Source: an optimization exercise on an open RTL-to-GDS flow (aim: small area, a short achievable clock period and few clock cycles per item). Production flows keep margins and buffers that such runs may drop. RTL that was checked went through simulation tests only; none was proved equivalent to the original. For run 1, only the layout was checked, not whether the RTL still works. Power and IR drop assume default switching activity.

==> flow/design.v <==
package nps_pkg;
  localparam int unsigned DefQueueDepth = 16;
  localparam int unsigned IdW    = 16;
  localparam int unsigned BurstW = 16;
  localparam int unsigned PrioW  = 8;
  localparam int unsigned KindW  = 2;
  localparam int unsigned TimeW  = 20;
  localparam int unsigned SumW   = 24;
  localparam int unsigned DoneW  = 5;
  localparam int unsigned JobW   = IdW + BurstW + PrioW;
  localparam logic OP_ADD   = 1'b0;
  localparam logic OP_START = 1'b1;
  localparam logic [KindW-1:0] KIND_EXEC    = 2'd0;
  localparam logic [KindW-1:0] KIND_ADDED   = 2'd1;
  localparam logic [KindW-1:0] KIND_DROPPED = 2'd2;
  localparam logic [KindW-1:0] KIND_EMPTY   = 2'd3;
  localparam logic [1:0] TK_ADD   = 2'd0;
  localparam logic [1:0] TK_DROP  = 2'd1;
  localparam logic [1:0] TK_EMPTY = 2'd2;
  localparam logic [1:0] TK_START = 2'd3;
endpackage
import nps_pkg::*;
module nonpreemptive_priority_scheduler_unit (
  input  logic              clk,
  input  logic              rst,
  input  logic              jobs_valid,
  output logic              jobs_ready,
  input  logic              jobs_op,
  input  logic [IdW-1:0]    jobs_job_id,
  input  logic [BurstW-1:0] jobs_burst_ms,
  input  logic [PrioW-1:0]  jobs_prio_level,
  output logic              results_valid,
  input  logic              results_ready,
  output logic [KindW-1:0]  results_kind,
  output logic [IdW-1:0]    results_out_id,
  output logic [BurstW-1:0] results_out_burst,
  output logic [PrioW-1:0]  results_out_prio,
  output logic [TimeW-1:0]  results_turnaround,
  output logic [TimeW-1:0]  results_waiting,
  output logic [SumW-1:0]   results_sum_turnaround,
  output logic [SumW-1:0]   results_sum_waiting,
  output logic [DoneW-1:0]  results_jobs_done,
  output logic              results_last
);
  localparam int QD = 16;
  localparam int TD = 3;    
  function automatic logic ge8(input logic [7:0] a, input logic [7:0] b);
    logic r;
    r = 1'b1;
    for (int i = 0; i < 8; i++) r = (a[i] & ~b[i]) | (~(a[i] ^ b[i]) & r);
    ge8 = r;
  endfunction
  function automatic logic [3:0] inc4(input logic [3:0] a, input logic c);
    logic [3:0] r;
    logic       t;
    t = c;
    for (int i = 0; i < 4; i++) begin
      r[i] = a[i] ^ t;
      t    = t & a[i];
    end
    inc4 = r;
  endfunction
  function automatic logic [19:0] add20(input logic [19:0] a, input logic [19:0] b);
    logic [19:0] p, g, pp, gg;
    p  = a ^ b;
    g  = a & b;
    pp = p;
    gg = g;
    for (int d = 1; d < 20; d = d * 2) begin
      for (int i = 19; i >= d; i--) begin
        gg[i] = gg[i] | (pp[i] & gg[i-d]);
        pp[i] = pp[i] & pp[i-d];
      end
    end
    add20 = p ^ {gg[18:0], 1'b0};
  endfunction
  function automatic logic [23:0] add24(input logic [23:0] a, input logic [23:0] b);
    logic [23:0] p, g, pp, gg;
    p  = a ^ b;
    g  = a & b;
    pp = p;
    gg = g;
    for (int d = 1; d < 24; d = d * 2) begin
      for (int i = 23; i >= d; i--) begin
        gg[i] = gg[i] | (pp[i] & gg[i-d]);
        pp[i] = pp[i] & pp[i-d];
      end
    end
    add24 = p ^ {gg[22:0], 1'b0};
  endfunction
  logic            ready_q;
  logic            i_v;
  logic            i_op;
  logic [JobW-1:0] i_job;     
  always_ff @(posedge clk) begin
    i_op  <= jobs_op;
    i_job <= {jobs_job_id, jobs_burst_ms, jobs_prio_level};
    if (rst) i_v <= 1'b0;
    else     i_v <= jobs_valid & ready_q;
  end
  logic [JobW-1:0] q    [QD];
  logic [3:0]      rank [QD];
  logic [JobW-1:0] xq;               
  logic [QD-1:0]   vnew;             
  logic [QD-1:0]   dmask;            
  logic [QD-1:0]   pmask;            
  logic [4:0]      ncnt, dcnt, pcnt, ucnt;
  logic            pv, xv;
  logic i_add, i_start, full, do_wr, do_drop, do_hand;
  assign i_add   = i_v & (i_op == OP_ADD);
  assign i_start = i_v & (i_op == OP_START);
  assign full    = ncnt[4];
  assign do_wr   = i_add & ~full;
  assign do_drop = i_add & full;
  assign do_hand = i_start & (ncnt != 5'd0);
  logic [QD-1:0] freem;
  logic [3:0]    a_idx, a_idx_n;
  logic [QD-1:0] a_oh, a_oh_n;
  assign freem = ~(vnew | dmask | pmask | (do_wr ? a_oh : '0));
  always_comb begin
    a_idx_n = 4'd0;
    for (int i = QD - 1; i >= 0; i--) begin
      if (freem[i]) a_idx_n = 4'(i);
    end
    a_oh_n = '0;
    a_oh_n[a_idx_n] = 1'b1;
  end
  always_ff @(posedge clk) begin
    a_idx <= a_idx_n;
    a_oh  <= a_oh_n;
  end
  logic [QD-1:0] ge;
  logic [QD-1:0] inc;
  logic [2:0]    pc [4];
  always_comb begin
    for (int i = 0; i < QD; i++) begin
      ge[i]  = vnew[i] & ge8(q[i][PrioW-1:0], i_job[PrioW-1:0]);
      inc[i] = do_wr & vnew[i] & ~ge[i];
    end
    for (int g = 0; g < 4; g++) begin
      pc[g] = 3'(ge[4*g]) + 3'(ge[4*g+1]) + 3'(ge[4*g+2]) + 3'(ge[4*g+3]);
    end
  end
  logic       pr_v;
  logic [3:0] pr_idx;
  logic [2:0] pr_pc [4];
  logic [3:0] psum;
  assign psum = 4'(pr_pc[0]) + 4'(pr_pc[1]) + 4'(pr_pc[2]) + 4'(pr_pc[3]);
  always_ff @(posedge clk) begin
    if (rst) pr_v <= 1'b0;
    else     pr_v <= do_wr;
    pr_idx <= a_idx;
    for (int g = 0; g < 4; g++) pr_pc[g] <= pc[g];
  end
  always_ff @(posedge clk) begin
    for (int i = 0; i < QD; i++) begin
      if (do_wr && a_oh[i]) q[i] <= i_job;
      if ((pr_v && pr_idx == 4'(i)) || inc[i]) begin
        rank[i] <= inc4((pr_v && pr_idx == 4'(i)) ? psum : rank[i], inc[i]);
      end
    end
    if (do_drop) xq <= i_job;
  end
  logic [1:0] tk_cnt;
  logic [1:0] tk_type [TD];
  logic [3:0] tk_slot [TD];
  logic [1:0] n_type;
  logic       push, pop;
  assign push   = i_v;
  assign n_type = (i_op == OP_START) ? ((ncnt == 5'd0) ? TK_EMPTY : TK_START)
                                     : (full ? TK_DROP : TK_ADD);
  logic        h_v, h_add, h_drop, h_start;
  logic [3:0]  h_slot;
  logic [3:0]  k;
  logic        adv, r_adv, rd_go, drn_last, fin;
  logic [QD-1:0] rsel;
  logic [JobW-1:0] rdata;
  logic            r_v;
  logic [KindW-1:0] r_kind;
  logic [JobW-1:0] r_job;
  logic            r_last, r_exec;
  logic [DoneW-1:0] r_done;
  logic            o_v;
  logic [KindW-1:0] o_kind;
  logic [JobW-1:0] o_job;
  logic [TimeW-1:0] o_tat, o_wait;
  logic [SumW-1:0] o_stat, o_swt;
  logic [DoneW-1:0] o_done;
  logic            o_last;
  assign h_v     = (tk_cnt != 2'd0);
  assign h_add   = h_v & (tk_type[0] == TK_ADD);
  assign h_drop  = h_v & (tk_type[0] == TK_DROP);
  assign h_start = h_v & (tk_type[0] == TK_START);
  assign h_slot  = tk_slot[0];
  assign adv     = ~o_v | results_ready;
  assign r_adv   = ~r_v | adv;
  assign rd_go   = r_adv & h_v;
  assign drn_last = (dcnt == 5'd1);
  assign fin     = rd_go & h_start & drn_last;
  assign pop     = rd_go & (~h_start | drn_last);
  always_comb begin
    rdata = h_drop ? xq : '0;
    for (int i = 0; i < QD; i++) begin
      rsel[i] = (h_add & (h_slot == 4'(i))) | (h_start & dmask[i] & (rank[i] == k));
      rdata   = rdata | (rsel[i] ? q[i] : '0);
    end
  end
  logic [1:0]    tk_cnt_n;
  logic [QD-1:0] vnew_n, dmask_n, pmask_n;
  logic [4:0]    ncnt_n, dcnt_n, pcnt_n, ucnt_n;
  logic          pv_n, xv_n;
  always_comb begin
    tk_cnt_n = tk_cnt + 2'(push) - 2'(pop);
    vnew_n = vnew;
    ncnt_n = ncnt;
    if (i_start) begin
      vnew_n = '0;
      ncnt_n = 5'd0;
    end else if (do_wr) begin
      vnew_n = vnew | a_oh;
      ncnt_n = ncnt + 5'd1;
    end
    ucnt_n = ucnt + 5'(do_wr) - 5'(rd_go & h_start);
    dmask_n = dmask;
    dcnt_n  = dcnt;
    pmask_n = pmask;
    pcnt_n  = pcnt;
    pv_n    = pv;
    if (rd_go && h_start) begin
      dmask_n = dmask & ~rsel;
      dcnt_n  = dcnt - 5'd1;
    end
    if (fin && pv) begin
      dmask_n = pmask;
      dcnt_n  = pcnt;
      pmask_n = '0;
      pcnt_n  = 5'd0;
      pv_n    = 1'b0;
    end
    if (do_hand) begin
      if ((dcnt == 5'd0 || fin) && !pv) begin
        dmask_n = vnew;
        dcnt_n  = ncnt;
      end else begin
        pmask_n = vnew;
        pcnt_n  = ncnt;
        pv_n    = 1'b1;
      end
    end
    xv_n = xv;
    if (rd_go && h_drop) xv_n = 1'b0;
    if (do_drop)         xv_n = 1'b1;
  end
  logic acc, add_e, start_e, w_e, drop_e, full2, fifo_ok, slot_ok, pm_ok;
  logic n16, n15, rd_drn;
  logic [2:0] cpp;
  always_comb begin
    acc     = jobs_valid & ready_q;
    add_e   = acc & (jobs_op == OP_ADD);
    start_e = acc & (jobs_op == OP_START);
    rd_drn  = rd_go & h_start;
    n16     = ~i_start & (full | ((ncnt == 5'd15) & do_wr));
    n15     = ~i_start & (((ncnt == 5'd15) & ~do_wr) | ((ncnt == 5'd14) & do_wr));
    w_e     = add_e & ~n16;
    drop_e  = add_e & n16;
    full2   = ~start_e & (n16 | (n15 & w_e));
    cpp     = 3'(tk_cnt) + 3'(push);
    fifo_ok = (cpp <= 3'd1) | ((cpp == 3'd2) & (pop | ~acc)) | ((cpp == 3'd3) & pop & ~acc);
    slot_ok = full2 ? (~xv_n & ~drop_e)
                    : ((ucnt <= 5'd13) | ((ucnt == 5'd14) & ~(do_wr & w_e)) |
                       ((ucnt == 5'd15) & ~do_wr & ~w_e));
    pm_ok   = ~pv_n & ~(start_e & (do_hand | pv | (dcnt >= 5'd2) | ((dcnt == 5'd1) & ~rd_drn)));
  end
  always_ff @(posedge clk) begin
    if (rst) begin
      ready_q <= 1'b1;
      tk_cnt  <= 2'd0;
      vnew    <= '0;
      dmask   <= '0;
      pmask   <= '0;
      ncnt    <= 5'd0;
      dcnt    <= 5'd0;
      pcnt    <= 5'd0;
      ucnt    <= 5'd0;
      pv      <= 1'b0;
      xv      <= 1'b0;
      k       <= 4'd0;
    end else begin
      ready_q <= fifo_ok & slot_ok & pm_ok;
      tk_cnt  <= tk_cnt_n;
      vnew    <= vnew_n;
      dmask   <= dmask_n;
      pmask   <= pmask_n;
      ncnt    <= ncnt_n;
      dcnt    <= dcnt_n;
      pcnt    <= pcnt_n;
      ucnt    <= ucnt_n;
      pv      <= pv_n;
      xv      <= xv_n;
      if (rd_go && h_start) k <= drn_last ? 4'd0 : k + 4'd1;
    end
  end
  always_ff @(posedge clk) begin
    for (int j = 0; j < TD; j++) begin
      if (pop) begin
        if (j < TD - 1) begin
          tk_type[j] <= tk_type[j+1];
          tk_slot[j] <= tk_slot[j+1];
        end
      end
      if (push && (2'(j) == tk_cnt - 2'(pop))) begin
        tk_type[j] <= n_type;
        tk_slot[j] <= a_idx;
      end
    end
  end
  always_ff @(posedge clk) begin
    if (rst)        r_v <= 1'b0;
    else if (r_adv) r_v <= h_v;
    if (rd_go) begin
      r_job   <= rdata;
      r_last  <= ~h_start | drn_last;
      r_exec  <= h_start;
      r_done  <= h_start ? (5'(k) + 5'd1) : 5'd0;
      r_kind  <= h_start ? KIND_EXEC : (h_add ? KIND_ADDED : (h_drop ? KIND_DROPPED : KIND_EMPTY));
    end
  end
  logic [BurstW-1:0] r_burst;
  logic [TimeW-1:0]  n_tat;
  logic [SumW-1:0]   cs_s, cs_c, n_stat;
  assign r_burst = r_job[PrioW +: BurstW];
  assign n_tat   = add20(o_tat, TimeW'(r_burst));
  logic [SumW-1:0]   op_t, op_b, cs_m;
  assign op_t    = SumW'(o_tat);
  assign op_b    = SumW'(r_burst);
  assign cs_s    = o_stat ^ op_t ^ op_b;
  assign cs_m    = (o_stat & op_t) | (o_stat & op_b) | (op_t & op_b);
  assign cs_c    = {cs_m[SumW-2:0], 1'b0};
  assign n_stat  = add24(cs_s, cs_c);
  always_ff @(posedge clk) begin
    if (rst)      o_v <= 1'b0;
    else if (adv) o_v <= r_v;
    if (adv && r_v) begin
      o_kind <= r_kind;
      o_job  <= r_job;
      o_last <= r_last;
      o_done <= r_done;
      o_wait <= r_exec ? o_tat : '0;
      o_swt  <= r_exec ? o_stat : '0;
    end
    if (rst) begin
      o_tat  <= '0;
      o_stat <= '0;
    end else if (adv && r_v) begin
      o_tat  <= r_exec ? n_tat : '0;
      o_stat <= r_exec ? n_stat : '0;
    end
  end
  assign jobs_ready             = ready_q;
  assign results_valid          = o_v;
  assign results_kind           = o_kind;
  assign results_out_id         = o_job[BurstW+PrioW +: IdW];
  assign results_out_burst      = o_job[PrioW +: BurstW];
  assign results_out_prio       = o_job[PrioW-1:0];
  assign results_turnaround     = o_tat;
  assign results_waiting        = o_wait;
  assign results_sum_turnaround = o_stat;
  assign results_sum_waiting    = o_swt;
  assign results_jobs_done      = o_done;
  assign results_last           = o_last;
endmodule
==> flow/run.sh <==
#!/bin/bash
# synth_recipe.tcl (not shown) runs the flow's synth.tcl, then flattens the netlist and writes it again
# the make line also repeats each setting of config.mk as NAME=value (left out here)
make -C /OpenROAD-flow-scripts/flow DESIGN_CONFIG=/design/flow/config.mk WORK_HOME=/design/flow/orfs CLKGATE_MAP_FILE= SYNTH_SCRIPT=/design/flow/synth_recipe.tcl finish
==> flow/config.mk <==
export PLATFORM = sky130hd
export DESIGN_NAME = nonpreemptive_priority_scheduler_unit
export DESIGN_NICKNAME = nonpreemptive_priority_scheduler_unit
export VERILOG_FILES = /design/flow/design.v
export SDC_FILE = /design/flow/constraint.sdc
export NUM_CORES = 4
export LEC_CHECK = 0
export ABC_CLOCK_PERIOD_IN_PS = 2500
export CAP_MARGIN = 20
export CORE_MARGIN = 2
export CORE_UTILIZATION = 40
export PLACE_DENSITY = 0.6
export SETUP_SLACK_MARGIN = 2.4
export SLEW_MARGIN = 20
==> flow/constraint.sdc <==
create_clock -name core_clock -period 5.0 [get_ports {clk}]
set_input_delay 1.0000 -clock core_clock [delete_from_list [all_inputs] [get_ports {clk}]]
set_output_delay 1.0000 -clock core_clock [all_outputs]
set_load 0.01 [all_outputs]
==> flow_metrics.tcl, run 1 <==
set metrics [dict create \
    status "finished clean" \
    final.setup.tns_ns 0 \
    crit_path_start "r_job[8]$_DFFE_PP_" \
    syn_nets 3550 \
    ys_seq_elements 1105 \
    critPathBufInv 0 \
    die_width_um 344 \
    endpoint "o_stat[19]$_SDFFE_PP0P_" \
    start_util_pct 40.4 \
    critPathMaxStageDelay_ns 0.51 \
    timing.rr.start "r_job[8]$_DFFE_PP_" \
    drc_errors 0 \
    yosysSeqAreaShare_pct 67.4 \
    slew_violations 0 \
    via_per_inst 5.81 \
    post-route-worst-setup-slack_ns 1.42 \
    crit_family "compound AO/OA/AOI/OAI gates" \
    synth.distinct_cells 76 \
    rr_endpoint "o_stat[19]$_SDFFE_PP0P_" \
    wl_per_cell_um 27.2 \
    cp.required_ns 5.58 \
    skew_ns 0.0582 \
    power_mw 24.1 \
    synth.cell_area_um2 46300 \
    vdd_ir_drop_max_mv 0.280 \
    first_pass_iters 6 \
    track_usage_pct 23.9 \
    cellPowerDensity_nw_per_um2 396 \
    cts_tree "done" \
    critPathArrivalTime_ns 4.17 \
    numPlacedInstances 4891 \
    root_buffer "clkbuf_16" \
    rsz0062_at_grt "yes" \
    htree_levels 3 \
    start_kind "flop" \
    numPortBuffers 182 \
    synthArstFlopShare_pct 0 \
    drt.antenna.violating_nets 0 \
    drtIter0Drc 3444 \
    endpoint_kind "flop" \
    crit_top_cell "fa_2" \
    path_max_fanout 4 \
    die_h_um 344 \
    min_path_type "flop to flop" \
    regArea_um2 31200 \
    yosys_warnings 7 \
    vias 31254 \
    grt_pass1_vias 30206 \
    clockBufferDepth 3 \
    setup_viol 0 \
    nets 4078 \
    grt_max_degree 60 \
    dieArea_um2 118000 \
    maxCapViolCount 0 \
    core_um2 115000 \
    clk_latency_ns 0.73 \
    fp-row-count 124 \
    drt_wl_total_um 146000 \
    synth.avg_cell_area_um2 14.3 \
    numCtsBuffers 113 \
    tightest_slew_ns 1.23 \
    r2r_slack_ns 1.42 \
    syn_inst 3240 \
    grt-ovfl-total 0 \
    instances_no_fill 5382 \
    fill_cells 9374 \
    clkTransAtPathRegs_ns 0.06 \
    antenna_found_initial 5 \
    io-pin-count 183 \
    dp_hpwl_um 83500 \
    hold_violations 0 \
    crit_chain "fa_2 > ha_4 > fa_2 > a211o_1 > a2111oi_4 > nor3_2 > o41ai_2 > o21ai_2 > a31oi_4 > nor4_1 > a311o_1" \
    synth_ff_type "edfxtp_1" \
    ff2ff_path_depth 11 \
    worstSetupPathType "flop to flop" \
    maxSlewHeadroom_pct 18.2 \
    fin_crit_ns 3.58 \
    gp_congestion 0.865 \
    timing.final.crit_share_pct 71.7 \
    grt_pass1_wl_um 207000 \
    leakage_nw 21.9 \
    cts.sinks 1105 \
    crit_cells 11 \
    worst_path_max_delay_cell "edfxtp_1" \
    pre_cts_ws_ns 1.13 \
    drive_above_1_share_pct 28.9 \
    multi_input_area_um2 17800 \
    area_growth_pct 31.8 \
    synth_edf_count 903 \
    fmax_mhz 279 \
]
-- cells in the final DEF, fill, tap and decap left out, types with 29 or more instances in the layout --
master and instances:
dfxtp_2 35, inv_1 30, ha_4 71, dlygate4sd2_1 89, a22oi_1 162, nand2_1 210, edfxtp_1 903, clkbuf_16 118
a21o_1 77, a21oi_1 86, clkdlybuf4s50_1 62, dlymetal6s2s_1 29, xnor2_1 95, a222oi_1 40, clkbuf_1 29, ha_1 152
a22oi_2 63, o21ai_4 32, and3_1 40, buf_4 197, a221oi_2 42, buf_12 59, mux2_2 40, nand3_1 103
and2_1 56, dfxtp_1 155, buf_6 74, nor2_1 149
-- worst register-to-register path: stages (launching register included) --
cell       delay (ns)
edfxtp_1         0.51
fa_2             0.44
ha_4             0.19
fa_2             0.40
a211o_1          0.32
a2111oi_4        0.35
nor3_2           0.12
o41ai_2          0.46
o21ai_2          0.13
a31oi_4          0.20
nor4_1           0.07
a311o_1          0.28
-- what timing repair did --
item / in CTS / in global routing
setup buffers: 192 / 65
pin swaps: 212 / 218
cloned: 12 / 5
endpoints found under the setup margin: 942 / 339
hold buffers: 0 / 0
gates resized for setup: 600 / 254
-- per-layer routing --
metal | up-vias | global-route usage, % | share of wire (%)
met5 | - | 0 | 0.018
met4 | 4 | 7.50 | 3.5
met3 | 269 | 3.53 | 8.2
met2 | 1510 | 38.6 | 47
met1 | 15804 | 33.4 | 41
li1 | 13667 | - | -
-- cell type report --
type / instances / share of cell area [%]
diodes: 1 / 0.00410
clock buffers: 166 / 5.36
clock inverters: 50 / 0.831
inverters: 50 / 0.396
multi-input cells: 1951 / 29.2
flip-flops and latches: 1105 / 51.2
well taps: 1512 / 3.10
repair buffers: 546 / 9.82
repair inverters: 1 / 0.0144
-- metrics by stage --
step	util [%]	instance area [um2]	hold WS, ns
2_1_floorplan	-	47000	0.356
3_3_place_gp	44.7	51200	0.406
3_5_place_dp	44.7	51200	0.405
4_1_cts	51.7	59200	0.418
5_1_grt	53.3	61000	0.426
6_report	53.3	61000	0.417
-- registers in the layout (all words and copies together), names as in the netlist, 24 cells and up --
signal / flops
q: 640
o_job: 40
xq: 40
i_job: 40
rank: 64
o_swt: 24
r_job: 40
o_stat: 24
-- power by group --
part,switching (mW),internal [mW],leakage [nW]
Sequential,0.509,10.8,9.74
Combinational,2.53,1.83,10.3
Clock,3.68,4.82,1.85
Total,6.72,17.4,21.9
-- worst min path at each step --
stage                                       start                   to  depth (start not counted)
after floorplan                  a_idx[0]$_DFF_P_    pr_idx[0]$_DFF_P_                          0
after global placement    r_kind[1]$_SDFFCE_PP0P_  o_kind[1]$_DFFE_PP_                          0
after detailed placement      r_job[29]$_DFFE_PP_  o_job[29]$_DFFE_PP_                          0
after CTS                     r_job[29]$_DFFE_PP_  o_job[29]$_DFFE_PP_                          0
after global routing      r_done[2]$_SDFFCE_PP0P_  o_done[2]$_DFFE_PP_                          0
final                         r_job[29]$_DFFE_PP_  o_job[29]$_DFFE_PP_                          0
-- Yosys cell counts, types with 52 or more instances --
cell type / n / area (um2)
nand2_1: 219 / 822
nor2_1: 174 / 653
a21o_1: 77 / 578
xnor2_1: 99 / 867
ha_1: 236 / 2950
a22oi_1: 225 / 1690
edfxtp_1: 903 / 27100
and2_1: 81 / 507
clkbuf_1: 110 / 413
o21ai_0: 73 / 365
a221oi_1: 52 / 455
dfxtp_1: 202 / 4040
a21oi_1: 113 / 566
nand3_1: 132 / 661
-- kinds of logic after synthesis --
kind of cell / count (synthesis) / share of synthesized area, %
AO/OA/AOI/OAI: 724 / 11.5
XOR/XNOR: 123 / 2.35
adder cells (fa/ha/maj): 265 / 7.64
buffers and inverters: 186 / 1.60
flip-flops: 1105 / 67.4
multiplexers: 58 / 1.36
AND/OR/NAND/NOR: 779 / 8.16
==> inputs of run 2 (changes only) <==
--- a/flow/design.v
+++ b/flow/design.v
@@ -45,48 +45,4 @@
   localparam int QD = 16;
   localparam int TD = 3;    
-  function automatic logic ge8(input logic [7:0] a, input logic [7:0] b);
-    logic r;
-    r = 1'b1;
-    for (int i = 0; i < 8; i++) r = (a[i] & ~b[i]) | (~(a[i] ^ b[i]) & r);
-    ge8 = r;
-  endfunction
-  function automatic logic [3:0] inc4(input logic [3:0] a, input logic c);
-    logic [3:0] r;
-    logic       t;
-    t = c;
-    for (int i = 0; i < 4; i++) begin
-      r[i] = a[i] ^ t;
-      t    = t & a[i];
-    end
-    inc4 = r;
-  endfunction
-  function automatic logic [19:0] add20(input logic [19:0] a, input logic [19:0] b);
-    logic [19:0] p, g, pp, gg;
-    p  = a ^ b;
-    g  = a & b;
-    pp = p;
-    gg = g;
-    for (int d = 1; d < 20; d = d * 2) begin
-      for (int i = 19; i >= d; i--) begin
-        gg[i] = gg[i] | (pp[i] & gg[i-d]);
-        pp[i] = pp[i] & pp[i-d];
-      end
-    end
-    add20 = p ^ {gg[18:0], 1'b0};
-  endfunction
-  function automatic logic [23:0] add24(input logic [23:0] a, input logic [23:0] b);
-    logic [23:0] p, g, pp, gg;
-    p  = a ^ b;
-    g  = a & b;
-    pp = p;
-    gg = g;
-    for (int d = 1; d < 24; d = d * 2) begin
-      for (int i = 23; i >= d; i--) begin
-        gg[i] = gg[i] | (pp[i] & gg[i-d]);
-        pp[i] = pp[i] & pp[i-d];
-      end
-    end
-    add24 = p ^ {gg[22:0], 1'b0};
-  endfunction
   logic            ready_q;
   logic            i_v;
@@ -115,18 +71,14 @@
   assign do_hand = i_start & (ncnt != 5'd0);
   logic [QD-1:0] freem;
-  logic [3:0]    a_idx, a_idx_n;
-  logic [QD-1:0] a_oh, a_oh_n;
-  assign freem = ~(vnew | dmask | pmask | (do_wr ? a_oh : '0));
+  logic [3:0]    a_idx;
+  logic [QD-1:0] a_oh;
+  assign freem = ~(vnew | dmask | pmask);
   always_comb begin
-    a_idx_n = 4'd0;
+    a_idx = 4'd0;
     for (int i = QD - 1; i >= 0; i--) begin
-      if (freem[i]) a_idx_n = 4'(i);
+      if (freem[i]) a_idx = 4'(i);
     end
-    a_oh_n = '0;
-    a_oh_n[a_idx_n] = 1'b1;
-  end
-  always_ff @(posedge clk) begin
-    a_idx <= a_idx_n;
-    a_oh  <= a_oh_n;
+    a_oh = '0;
+    a_oh[a_idx] = 1'b1;
   end
   logic [QD-1:0] ge;
@@ -135,5 +87,5 @@
   always_comb begin
     for (int i = 0; i < QD; i++) begin
-      ge[i]  = vnew[i] & ge8(q[i][PrioW-1:0], i_job[PrioW-1:0]);
+      ge[i]  = vnew[i] & (q[i][PrioW-1:0] >= i_job[PrioW-1:0]);
       inc[i] = do_wr & vnew[i] & ~ge[i];
     end
@@ -157,5 +109,5 @@
       if (do_wr && a_oh[i]) q[i] <= i_job;
       if ((pr_v && pr_idx == 4'(i)) || inc[i]) begin
-        rank[i] <= inc4((pr_v && pr_idx == 4'(i)) ? psum : rank[i], inc[i]);
+        rank[i] <= ((pr_v && pr_idx == 4'(i)) ? psum : rank[i]) + 4'(inc[i]);
       end
     end
@@ -179,5 +131,5 @@
   logic [KindW-1:0] r_kind;
   logic [JobW-1:0] r_job;
-  logic            r_last, r_exec;
+  logic            r_last, r_first, r_exec;
   logic [DoneW-1:0] r_done;
   logic            o_v;
@@ -253,22 +205,14 @@
   end
   logic acc, add_e, start_e, w_e, drop_e, full2, fifo_ok, slot_ok, pm_ok;
-  logic n16, n15, rd_drn;
-  logic [2:0] cpp;
   always_comb begin
     acc     = jobs_valid & ready_q;
     add_e   = acc & (jobs_op == OP_ADD);
     start_e = acc & (jobs_op == OP_START);
-    rd_drn  = rd_go & h_start;
-    n16     = ~i_start & (full | ((ncnt == 5'd15) & do_wr));
-    n15     = ~i_start & (((ncnt == 5'd15) & ~do_wr) | ((ncnt == 5'd14) & do_wr));
-    w_e     = add_e & ~n16;
-    drop_e  = add_e & n16;
-    full2   = ~start_e & (n16 | (n15 & w_e));
-    cpp     = 3'(tk_cnt) + 3'(push);
-    fifo_ok = (cpp <= 3'd1) | ((cpp == 3'd2) & (pop | ~acc)) | ((cpp == 3'd3) & pop & ~acc);
-    slot_ok = full2 ? (~xv_n & ~drop_e)
-                    : ((ucnt <= 5'd13) | ((ucnt == 5'd14) & ~(do_wr & w_e)) |
-                       ((ucnt == 5'd15) & ~do_wr & ~w_e));
-    pm_ok   = ~pv_n & ~(start_e & (do_hand | pv | (dcnt >= 5'd2) | ((dcnt == 5'd1) & ~rd_drn)));
+    w_e     = add_e & ~ncnt_n[4];
+    drop_e  = add_e & ncnt_n[4];
+    full2   = ~start_e & (ncnt_n[4] | ((ncnt_n == 5'd15) & w_e));
+    fifo_ok = (3'(tk_cnt_n) + 3'(acc)) <= 3'd2;
+    slot_ok = full2 ? (~xv_n & ~drop_e) : ((ucnt_n + 5'(w_e)) <= 5'd15);
+    pm_ok   = ~pv_n & ~(start_e & (dcnt_n != 5'd0));
   end
   always_ff @(posedge clk) begin
@@ -321,4 +265,5 @@
       r_job   <= rdata;
       r_last  <= ~h_start | drn_last;
+      r_first <= (k == 4'd0);
       r_exec  <= h_start;
       r_done  <= h_start ? (5'(k) + 5'd1) : 5'd0;
@@ -327,15 +272,9 @@
   end
   logic [BurstW-1:0] r_burst;
-  logic [TimeW-1:0]  n_tat;
-  logic [SumW-1:0]   cs_s, cs_c, n_stat;
+  logic [TimeW-1:0]  base_t;
+  logic [SumW-1:0]   base_s;
   assign r_burst = r_job[PrioW +: BurstW];
-  assign n_tat   = add20(o_tat, TimeW'(r_burst));
-  logic [SumW-1:0]   op_t, op_b, cs_m;
-  assign op_t    = SumW'(o_tat);
-  assign op_b    = SumW'(r_burst);
-  assign cs_s    = o_stat ^ op_t ^ op_b;
-  assign cs_m    = (o_stat & op_t) | (o_stat & op_b) | (op_t & op_b);
-  assign cs_c    = {cs_m[SumW-2:0], 1'b0};
-  assign n_stat  = add24(cs_s, cs_c);
+  assign base_t  = r_first ? '0 : o_tat;
+  assign base_s  = r_first ? '0 : o_stat;
   always_ff @(posedge clk) begin
     if (rst)      o_v <= 1'b0;
@@ -346,13 +285,15 @@
       o_last <= r_last;
       o_done <= r_done;
-      o_wait <= r_exec ? o_tat : '0;
-      o_swt  <= r_exec ? o_stat : '0;
-    end
-    if (rst) begin
-      o_tat  <= '0;
-      o_stat <= '0;
-    end else if (adv && r_v) begin
-      o_tat  <= r_exec ? n_tat : '0;
-      o_stat <= r_exec ? n_stat : '0;
+      if (r_exec) begin
+        o_tat  <= base_t + TimeW'(r_burst);
+        o_wait <= base_t;
+        o_stat <= base_s + SumW'(base_t) + SumW'(r_burst);
+        o_swt  <= base_s;
+      end else begin
+        o_tat  <= '0;
+        o_wait <= '0;
+        o_stat <= '0;
+        o_swt  <= '0;
+      end
     end
   end
--- a/flow/config.mk
+++ b/flow/config.mk
@@ -6,9 +6,7 @@
 export NUM_CORES = 4
 export LEC_CHECK = 0
-export ABC_CLOCK_PERIOD_IN_PS = 2500
 export CAP_MARGIN = 20
 export CORE_MARGIN = 2
 export CORE_UTILIZATION = 40
 export PLACE_DENSITY = 0.6
-export SETUP_SLACK_MARGIN = 2.4
 export SLEW_MARGIN = 20
==> run 2 against run 1 <==
  * Register-to-register slack worse by 0.58 ns
  * Design area down 9.7%
  * Worst hold slack worse by 0.0043 ns
  * Power down 0.80%
  * Clock power up 1%
  * Highest routed layer is now met4
==> flow_metrics.tcl, run 2 <==
set metrics [dict create \
    status "finished clean" \
    synth.most_common_cell "edfxtp_1" \
    htree_levels 3 \
    path_max_fanout 13 \
    pre_cts_ws_ns 0.765 \
    leakage_nw 19.2 \
    switching_share_pct 27.5 \
    min_path_type "flop to flop" \
    synth_edf_count 948 \
    dp_hpwl_um 80500 \
    setup_viol 0 \
    layout_common_cells "edfxtp_1 (948), ha_1 (232), a22oi_1 (211)" \
    post-route-worst-setup-slack_ns 0.834 \
    drc_errors 0 \
    grt-ovfl-total 0 \
    numPortBuffers 182 \
    yosysSeqAreaShare_pct 66.9 \
    die_h_um 346 \
    root_buffer "clkbuf_16" \
    skew_ns 0.0472 \
    synthArstFlopShare_pct 0 \
    synth_ff_type "edfxtp_1" \
    numPlacedInstances 4946 \
    clk_latency_ns 0.73 \
    drt.antenna.violating_nets 0 \
    vdd_ir_drop_max_mv 0.318 \
    slew_violations 0 \
    track_usage_pct 21.8 \
    syn_nets 3581 \
    holdPathStages 0 \
    rsz0062_at_grt "no" \
    gp_congestion 0.879 \
    hold_buffers 0 \
    numCtsBuffers 113 \
    endpoint_kind "flop" \
    ff2ff_path_depth 14 \
    synth.cell_area_um2 46700 \
    yosys-top-cells-area "edfxtp_1 (61%), ha_1 (6.2%), dfxtp_1 (5.9%)" \
    synth_common_cells "edfxtp_1 (948), ha_1 (232), a22oi_1 (211)" \
    worstHoldStart "r_done[0]$_SDFFCE_PP0P_" \
    largest_register "q" \
    io-pin-count 183 \
    grt_max_degree 93 \
    whs_ns 0.413 \
    fin_area_um2 55000 \
    synth.avg_cell_area_um2 14.3 \
    largest_reg_flops 640 \
    clockBufferDepth 3 \
    area_growth_pct 17.9 \
    cp.required_ns 5.56 \
    start_util_pct 40.2 \
    antenna_found_initial 1 \
    drive_above_1_share_pct 11.1 \
    crit_path_start "r_first$_DFFE_PP_" \
    cts.sinks 1086 \
    first_pass_iters 6 \
    via_per_inst 5.65 \
    start_kind "flop" \
    critPathArrivalTime_ns 4.73 \
    placed_cell_area_um2 51200 \
    cellPowerDensity_nw_per_um2 435 \
    instances_no_fill 5158 \
    clkTransAtPathRegs_ns 0.06 \
    drt_wl_total_um 133000 \
    timing.rr.start "r_first$_DFFE_PP_" \
    cts_resized 0 \
    grt_pass1_wl_um 194000 \
    fin_crit_ns 4.17 \
    synth_top_area_cell "edfxtp_1" \
    final_common_cell "edfxtp_1" \
    tightest_slew_ns 1.16 \
    fp-row-count 125 \
    core_um2 116000 \
    nets 3843 \
    yosys_warnings 7 \
    maxSlewHeadroom_pct 22.7 \
    r2r_slack_ns 0.83 \
    p_switching_mw 6.57 \
    largestRegisters "q x640, rank x64" \
    fmax_mhz 240 \
    worstSetupPathType "flop to flop" \
    drtIter0Drc 3021 \
    dieArea_um2 120000 \
    die_width_um 346 \
    cts_tree "done" \
    cts_setup_buffers 0 \
    clkPwrFrac_pct 36.0 \
    final.setup.tns_ns 0 \
    maxCapViolCount 0 \
    power_frac_seq_pct 47.0 \
    ys_seq_elements 1086 \
    p_int_mw 17.4 \
    combPwrFrac_pct 17.0 \
    synth.distinct_cells 90 \
    synth_top_area_share_pct 61.0 \
    syn_inst 3275 \
    timing.final.crit_share_pct 83.3 \
    grt_pass1_vias 28681 \
    hold_violations 0 \
    vias 29145 \
    wl_per_cell_um 25.8 \
    antenna_cells 0 \
]
==> run 2: changes by cell type in the layout (fill, tap and decap cells not counted), moves of 68 or more <==
cell,before,now
dlygate4sd2_1,89,0
ha_1,152,232
clkdlybuf4s50_1,62,181
ha_4,71,0
buf_6,74,0
buf_4,197,80
nor2b_1,7,75
==> run 2: cell families (layout without fill, tap and decap cells) <==
logic type	Yosys count	in the layout	synth area share (%)
xor+xnor	138	138	2.59
fa+ha+maj	261	261	7.46
mux	59	59	1.36
buf+inv	219	578	1.96
simple gates	848	848	9.25
compound gates	664	664	10.5
flops	1086	1086	66.9
==> run 2: final cells by class <==
class / count / area (um2)
well taps: 1524 / 1910
clock buffers: 147 / 3100
flip-flops and latches: 1086 / 31200
multi-input cells: 1970 / 14900
clock inverters: 65 / 737
inverters: 82 / 310
repair buffers: 284 / 2860
fillers: 10127 / 61000
==> run 2: stage by stage <==
stage,power [mW],util [%]
after floorplan,13.6,-
after global placement,15.5,44.1
after detailed placement,15.5,44.1
after CTS,24.1,47.4
after global routing,24.9,47.4
final,23.9,47.4
==> run 2: power groups by stage <==
stage / Combinational (mW) / Sequential, mW / Clock [mW]
floorplan: 2.29 / 11.4 / 0
global placement: 4.05 / 11.4 / 0
detailed placement: 4.08 / 11.5 / 0
CTS: 4.10 / 11.3 / 8.76
global route: 4.47 / 11.3 / 9.10
finish: 4.07 / 11.3 / 8.61
==> run 2: critical path, cell delays in order (launching register included) <==
cell,delay (ns)
edfxtp_1,0.59
nand2b_1,0.24
inv_1,0.10
fa_1,0.51
ha_1,0.19
inv_1,0.07
fa_1,0.44
nor2b_1,0.20
o31a_1,0.21
o21a_1,0.21
o21ai_2,0.11
o311ai_2,0.35
a31oi_1,0.21
or4b_1,0.53
nand2_1,0.08
==> run 2: final timing paths <==
path	endpoint
setup reg to reg	o_stat[23]$_SDFFCE_PN0P_
hold reg to reg	o_done[0]$_DFFE_PP_
setup / recovery	o_stat[23]$_SDFFCE_PN0P_
hold / removal	o_done[0]$_DFFE_PP_
==> run 2: metal layers <==
metal / share of wire (%) / vias up / track usage, %
met4: 2.9 / 0 / 6.67
met1: 43 / 14588 / 30.3
met3: 7.2 / 224 / 3.70
li1: - / 13158 / -
met5: 0 / - / 0
met2: 46 / 1175 / 35.1
Testbench counts of run 2, summed over its fixed seeds: cycles 14,628, items 8,000.

-- static timing again, ports no longer ideal --
No port has a modelled driver above. Below, the same layouts with a new extraction and two added sets of constraints. Step 1 (the two cells are an assumption about what drives the block):
set clk [get_ports {clk}]
set_driving_cell -lib_cell sky130_fd_sc_hd__clkbuf_16 $clk
set_driving_cell -lib_cell sky130_fd_sc_hd__buf_2 [delete_from_list [all_inputs] $clk]
Step 2, shift: input delay + t, output delay - t, t = (earliest + latest rising clock arrival at the registers) / 2. This alone moves slack from input paths to output paths. Slacks: ideal ports / drivers / drivers and shift; pairs: ideal ports / drivers.
run	t (ns)	slack for setup (ns)	clock arrival spread, ns	pins driven straight from the clock port
run 1	0.768	1.416 / 1.416 / 1.416	0.063 / 0.063	1
run 2	0.775	0.834 / 0.834 / 0.789	0.054 / 0.054	1
After both steps every run listed still meets setup and hold. For run 2, which loses most, drivers alone change the setup slack by 0.000 ns; drivers and shift together by -0.045 ns.
